This is an optimization exercise on Yosys and OpenROAD, whose aim is small area, a short achievable clock period and few clock cycles per item, not a production implementation. In this exercise RTL edits were held to simulation tests only and were not proved equivalent to the original. Power figures rest on the tool's default switching activity, not on a simulated workload.

## build 91
// conv_engine
module conv_engine (
  input  logic                 clock,
  input  logic                 reset,
  input  conv_pkg::pixel_t     pixel_in,
  input  logic                 pixel_strobe,
  input  conv_pkg::weight_t    weight_in,
  input  conv_pkg::tap_index_t weight_addr,
  input  logic                 weight_strobe,
  input  conv_pkg::result_t    bias_in,
  input  logic                 relu_enable,
  output conv_pkg::result_t    result_out,
  output logic                 result_valid,
  output logic                 overflow
);
  logic [8:0][11:0]   enc;
  logic [8:0][7:0]    pn;
  logic               window_valid;
  logic signed [15:0] bias_r;
  logic               relu_r;
  logic        [18:0] row_a, row_b;
  logic               tree_valid;
  kernel_loader kernel_loader_inst (
    .clock         (clock),
    .reset         (reset),
    .weight_in     (weight_in),
    .weight_addr   (weight_addr),
    .weight_strobe (weight_strobe),
    .enc           (enc)
  );
  window_shifter window_shifter_inst (
    .clock        (clock),
    .reset        (reset),
    .pixel_in     (pixel_in),
    .pixel_strobe (pixel_strobe),
    .pn           (pn),
    .window_valid (window_valid)
  );
  always_ff @(posedge clock) begin
    bias_r <= bias_in;
    relu_r <= relu_enable;
  end
  mult_adder mult_adder_inst (
    .clock     (clock),
    .reset     (reset),
    .valid_in  (window_valid),
    .valid_out (tree_valid),
    .pn    (pn),
    .enc   (enc),
    .bias  (bias_r),
    .row_a (row_a),
    .row_b (row_b)
  );
  conv_result conv_result_inst (
    .clock        (clock),
  ...
export LEC_CHECK = 0
export ABC_AREA = 1
export CAP_MARGIN = 20
export CORE_MARGIN = 2
export CORE_UTILIZATION = 30
export SETUP_SLACK_MARGIN = 2.5
export SLEW_MARGIN = 20
export TNS_END_PERCENT = 20
create_clock -name core_clock -period 5.5 [get_ports {clock}]
standard.sh (not shown) runs the stock make flow with config.mk's settings and CLKGATE_MAP_FILE= SYNTH_SCRIPT=/design/flow/synth_recipe.tcl, a recipe that flattens the netlist after the stock synthesis.
==> flow/flow/run.sh <==
#!/bin/bash
# Standard layout, with one netlist clean-up between synthesis and floorplan:
# fixinv.py removes inverters between full adders by choosing each adder's
# polarity (registers and all other cells are kept as synthesized).
set -euo pipefail
work=$PWD
res=$work/orfs/results/$FLOW_PLATFORM/conv_engine/base

bash standard.sh synth > synth.log 2>&1
python3 flow/fixinv.py "$res/1_2_yosys.v" "$work/1_2_yosys.fixinv.v" > fixinv.log 2>&1
cp "$work/1_2_yosys.fixinv.v" "$res/1_2_yosys.v"
rm -f "$res/1_synth.odb" "$res/1_synth.sdc"
bash standard.sh finish > layout.log 2>&1
Other scripts of this flow, unchanged in this note and not shown: flow/flow/fixinv.py
Build 91 | stages: all done | timing, DRC, antenna: all pass
Testbench counts of build 91, summed over its fixed seeds: cycles 16,416, results 16,240.
Input-level comparison between build 30 and build 91:
- a change of SETUP_SLACK_MARGIN from 2.5 to 3.2
--- a/flow/flow/run.sh
+++ b/flow/flow/run.sh
@@ -11,3 +11,4 @@
 cp "$work/1_2_yosys.fixinv.v" "$res/1_2_yosys.v"
 rm -f "$res/1_synth.odb" "$res/1_synth.sdc"
-bash standard.sh finish > layout.log 2>&1
+# clock tree without dummy loads, in clusters of up to 20 sinks
+bash standard.sh CTS_ARGS="-sink_clustering_enable -repair_clock_nets -dont_use_dummy_load -sink_clustering_size 20 -sink_clustering_max_diameter 60" finish > layout.log 2>&1
[summary]
- Going from build 91 to build 30, total wire length now smaller; count of clock-net buffers in the final layout now smaller.
- Number of non-clock buffers, build 91 and build 30: larger value in build 30
- Between build 91 and build 30, the difference in post-place instance area is negligible.
- conv_result_inst.result_out[7] as the critical path launch point was reported by build 30, and kernel_loader_inst.enc[2] by build 91.
Inputs modified between build 30 and build 12:
- putting CTS_CLUSTER_DIAMETER at 80 where nothing was set
- putting CTS_CLUSTER_SIZE at 30 where nothing was set
--- a/flow/flow/run.sh
+++ b/flow/flow/run.sh
@@ -11,4 +11,3 @@
 cp "$work/1_2_yosys.fixinv.v" "$res/1_2_yosys.v"
 rm -f "$res/1_synth.odb" "$res/1_synth.sdc"
-# clock tree without dummy loads, in clusters of up to 20 sinks
-bash standard.sh CTS_ARGS="-sink_clustering_enable -repair_clock_nets -dont_use_dummy_load -sink_clustering_size 20 -sink_clustering_max_diameter 60" finish > layout.log 2>&1
+bash standard.sh finish > layout.log 2>&1
Results
Diff build 30..build 12 | met2 usage in global routing | negligible
Any difference in global-route usage between build 12 and build 30 is small enough to ignore.
Against build 30, design area in build 12 came out better.
Of the two values seen for origin of the worst setup path, conv_result_inst.result_out[7] was produced by build 30 and kernel_loader_inst.enc[86] by build 12.
Compared with build 30, build 12 shows a lower final wirelength.
Changes in build 61 relative to build 12:
- CTS_CLUSTER_SIZE no longer set, was 30
- TNS_END_PERCENT now 50, was 20
- CTS_CLUSTER_DIAMETER no longer set, was 80
- SETUP_SLACK_MARGIN now 3.35, was 3.2
Notes after the runs:
Taking build 12 as the reference point, the first-pass GRT wire length of build 61 rises by about 6.6%. Taking build 12 over build 61, the clock power ratio works out to 0.71. Of the two values seen for dominant kind of cell by area, registers was produced by build 12 and multi-input combinational cells by build 61. The run showing the smaller met3 layer usage reported by global route is build 12. Origin of the worst setup path: kernel_loader_inst.enc[107] -> build 61, kernel_loader_inst.enc[86] -> build 12. Summary of build 61 over build 12: non-clock buffer count picked up an extra 220%, proportion of power drawn by the clock network picked up an extra 3.7 points, via density per instance picked up an extra about 0.7%, routed wire length picked up an extra 10%. Run comparison: build 61 end point of the critical path mult_adder_inst.q1_495; build 12 end point of the critical path mult_adder_inst.q1_361.
### build 61 -> build 48
- a change of TNS_END_PERCENT from 50 to 20
- a change of SETUP_SLACK_MARGIN from 3.35 to 3.2
--- a/flow/flow/run.sh
+++ b/flow/flow/run.sh
@@ -11,3 +11,5 @@
 cp "$work/1_2_yosys.fixinv.v" "$res/1_2_yosys.v"
 rm -f "$res/1_synth.odb" "$res/1_synth.sdc"
-bash standard.sh finish > layout.log 2>&1
+# clock tree without dummy loads
+# ports buffered with plain buffers (the default pick is a delay cell)
+bash standard.sh CTS_ARGS="-sink_clustering_enable -repair_clock_nets -dont_use_dummy_load" BUFFER_PORTS_ARGS="-buffer_cell sky130_fd_sc_hd__buf_1" finish > layout.log 2>&1
## What came out
A most common cell after layout, fill and taps aside of sky130_fd_sc_hd__fa_1 is what build 48 shows, while sky130_fd_sc_hd__dfxtp_1 belongs to build 61.
Build 48 against build 61: level count of the clock H-tree ~0 delta, final critical delay including setup and external delays picked up an extra 0.067 ns, post-placement setup slack now sits at about the same level.
Power: build 48 vs build 61 down 2100 uW
Global-route usage was higher in build 61 than in build 48.
Build 61 vs build 48, worst setup path endpoint: mult_adder_inst.q1_495 vs mult_adder_inst.q1_384
The count of clock tree sinks of build 48 and that of build 61 are within noise of each other.
Diff build 61 -> build 48: share of power burned in registers went up by 3.6 points, share of the final layout cell area in sequential cells went up by 5.0 points.
For build 28, these inputs were changed with respect to build 48:
--- a/flow/flow/run.sh
+++ b/flow/flow/run.sh
@@ -12,4 +12,3 @@
 rm -f "$res/1_synth.odb" "$res/1_synth.sdc"
 # clock tree without dummy loads
-# ports buffered with plain buffers (the default pick is a delay cell)
-bash standard.sh CTS_ARGS="-sink_clustering_enable -repair_clock_nets -dont_use_dummy_load" BUFFER_PORTS_ARGS="-buffer_cell sky130_fd_sc_hd__buf_1" finish > layout.log 2>&1
+bash standard.sh CTS_ARGS="-sink_clustering_enable -repair_clock_nets -dont_use_dummy_load" finish > layout.log 2>&1
==> comparison <==
Build 28 vs. build 48: met3 routed wirelength saw an increase; average detailed-routed wire length per instance saw a decrease; cell area saw little to no change; final cell count without fillers saw a decrease.
Between build 48 and build 28, setup slack after placement is higher for build 28, build 48 comes in under that.
Looking at build 48 and build 28, the clock tree cell share of total cell area is a wash.

* * *

Setup of before:
conv_engine again, from the RTL that the note above started with.
==> flow/config.mk <==
export PLATFORM = sky130hd
export DESIGN_NAME = conv_engine
export DESIGN_NICKNAME = conv_engine
export VERILOG_FILES = /design/flow/design.v
export SDC_FILE = /design/flow/constraint.sdc
export NUM_CORES = 4
export LEC_CHECK = 0
export ABC_AREA = 1
export CAP_MARGIN = 20
export CORE_MARGIN = 2
export CORE_UTILIZATION = 30
export SETUP_SLACK_MARGIN = 3.2
export SLEW_MARGIN = 20
export TNS_END_PERCENT = 20
==> flow/constraint.sdc <==
create_clock -name core_clock -period 5.5 [get_ports {clock}]
set_input_delay 1.1000 -clock core_clock [delete_from_list [all_inputs] [get_ports {clock}]]
set_output_delay 1.1000 -clock core_clock [all_outputs]
set_load 0.01 [all_outputs]
==> flow/flow/run.sh <==
#!/bin/bash
# Standard layout, with one netlist clean-up between synthesis and floorplan:
# fixinv.py removes inverters between full adders by choosing each adder's
# polarity (registers and all other cells are kept as synthesized).
set -euo pipefail
work=$PWD
res=$work/orfs/results/$FLOW_PLATFORM/conv_engine/base

bash standard.sh synth > synth.log 2>&1
python3 flow/fixinv.py "$res/1_2_yosys.v" "$work/1_2_yosys.fixinv.v" > fixinv.log 2>&1
cp "$work/1_2_yosys.fixinv.v" "$res/1_2_yosys.v"
rm -f "$res/1_synth.odb" "$res/1_synth.sdc"
bash standard.sh finish > layout.log 2>&1
Other scripts of this flow, unchanged in this note and not shown: flow/flow/fixinv.py
Testbench counts of before, summed over its fixed seeds: cycles 16,416, results 16,240.
--- input diff before..after ---
--- a/flow/config.mk
+++ b/flow/config.mk
@@ -9,5 +9,5 @@
 export CAP_MARGIN = 20
 export CORE_MARGIN = 2
-export CORE_UTILIZATION = 30
+export CORE_UTILIZATION = 45
 export SETUP_SLACK_MARGIN = 3.2
 export SLEW_MARGIN = 20
Results
after finished every step from synthesis to the final layout, and the layout passed the timing, DRC and antenna checks.
Against before, after comes in 0.68 points lower on relative area change from synthesis to final layout.
Of after and before, the lower post-route non-filler standard cell count belongs to after.
Per the comparison of after with before, routed wire length now smaller, leakage component of the power now larger.
after has placeable core region below what before had.
Between after and before, it is after whose final area is lower, by about 0.6%.
Required arrival time at the worst endpoint was lower in the run labelled after.

==> re-timing with driven ports <==
In the flow no input, the clock included, has a driving cell. The finished layouts below were timed again as built, in two steps. Step 1 assumes that a clkbuf_16 drives the clock port and a buf_2 every other input. Step 2 times the ports against the registers' clock, not the clock port: input delays grow and output delays shrink by t, the midpoint of the rising clock arrivals with the driver on. a / b / c = ideal ports / drivers / drivers and shift; a / b = the first two.
run	t (ns)	setup slack, ns	worst setup path after step 2	worst slew at a driven data input, ns	pins driven straight from the clock port
build 91	0.690	2.873 / 2.845 / 2.873	register to register	0.05	1
build 30	0.639	3.034 / 2.970 / 3.050	register to register	0.04	1
build 12	0.647	3.011 / 3.011 / 3.011	register to register	0.04	1
build 61	0.693	3.199 / 3.199 / 3.199	register to register	0.04	1
build 48	0.670	3.132 / 3.132 / 3.132	register to register	0.04	1
build 28	0.663	3.146 / 3.146 / 3.146	register to register	0.04	1
before	0.697	3.152 / 3.123 / 3.152	register to register	0.04	1
after	0.688	3.107 / 3.107 / 3.107	register to register	0.05	1
After both steps every run listed still meets setup and hold.
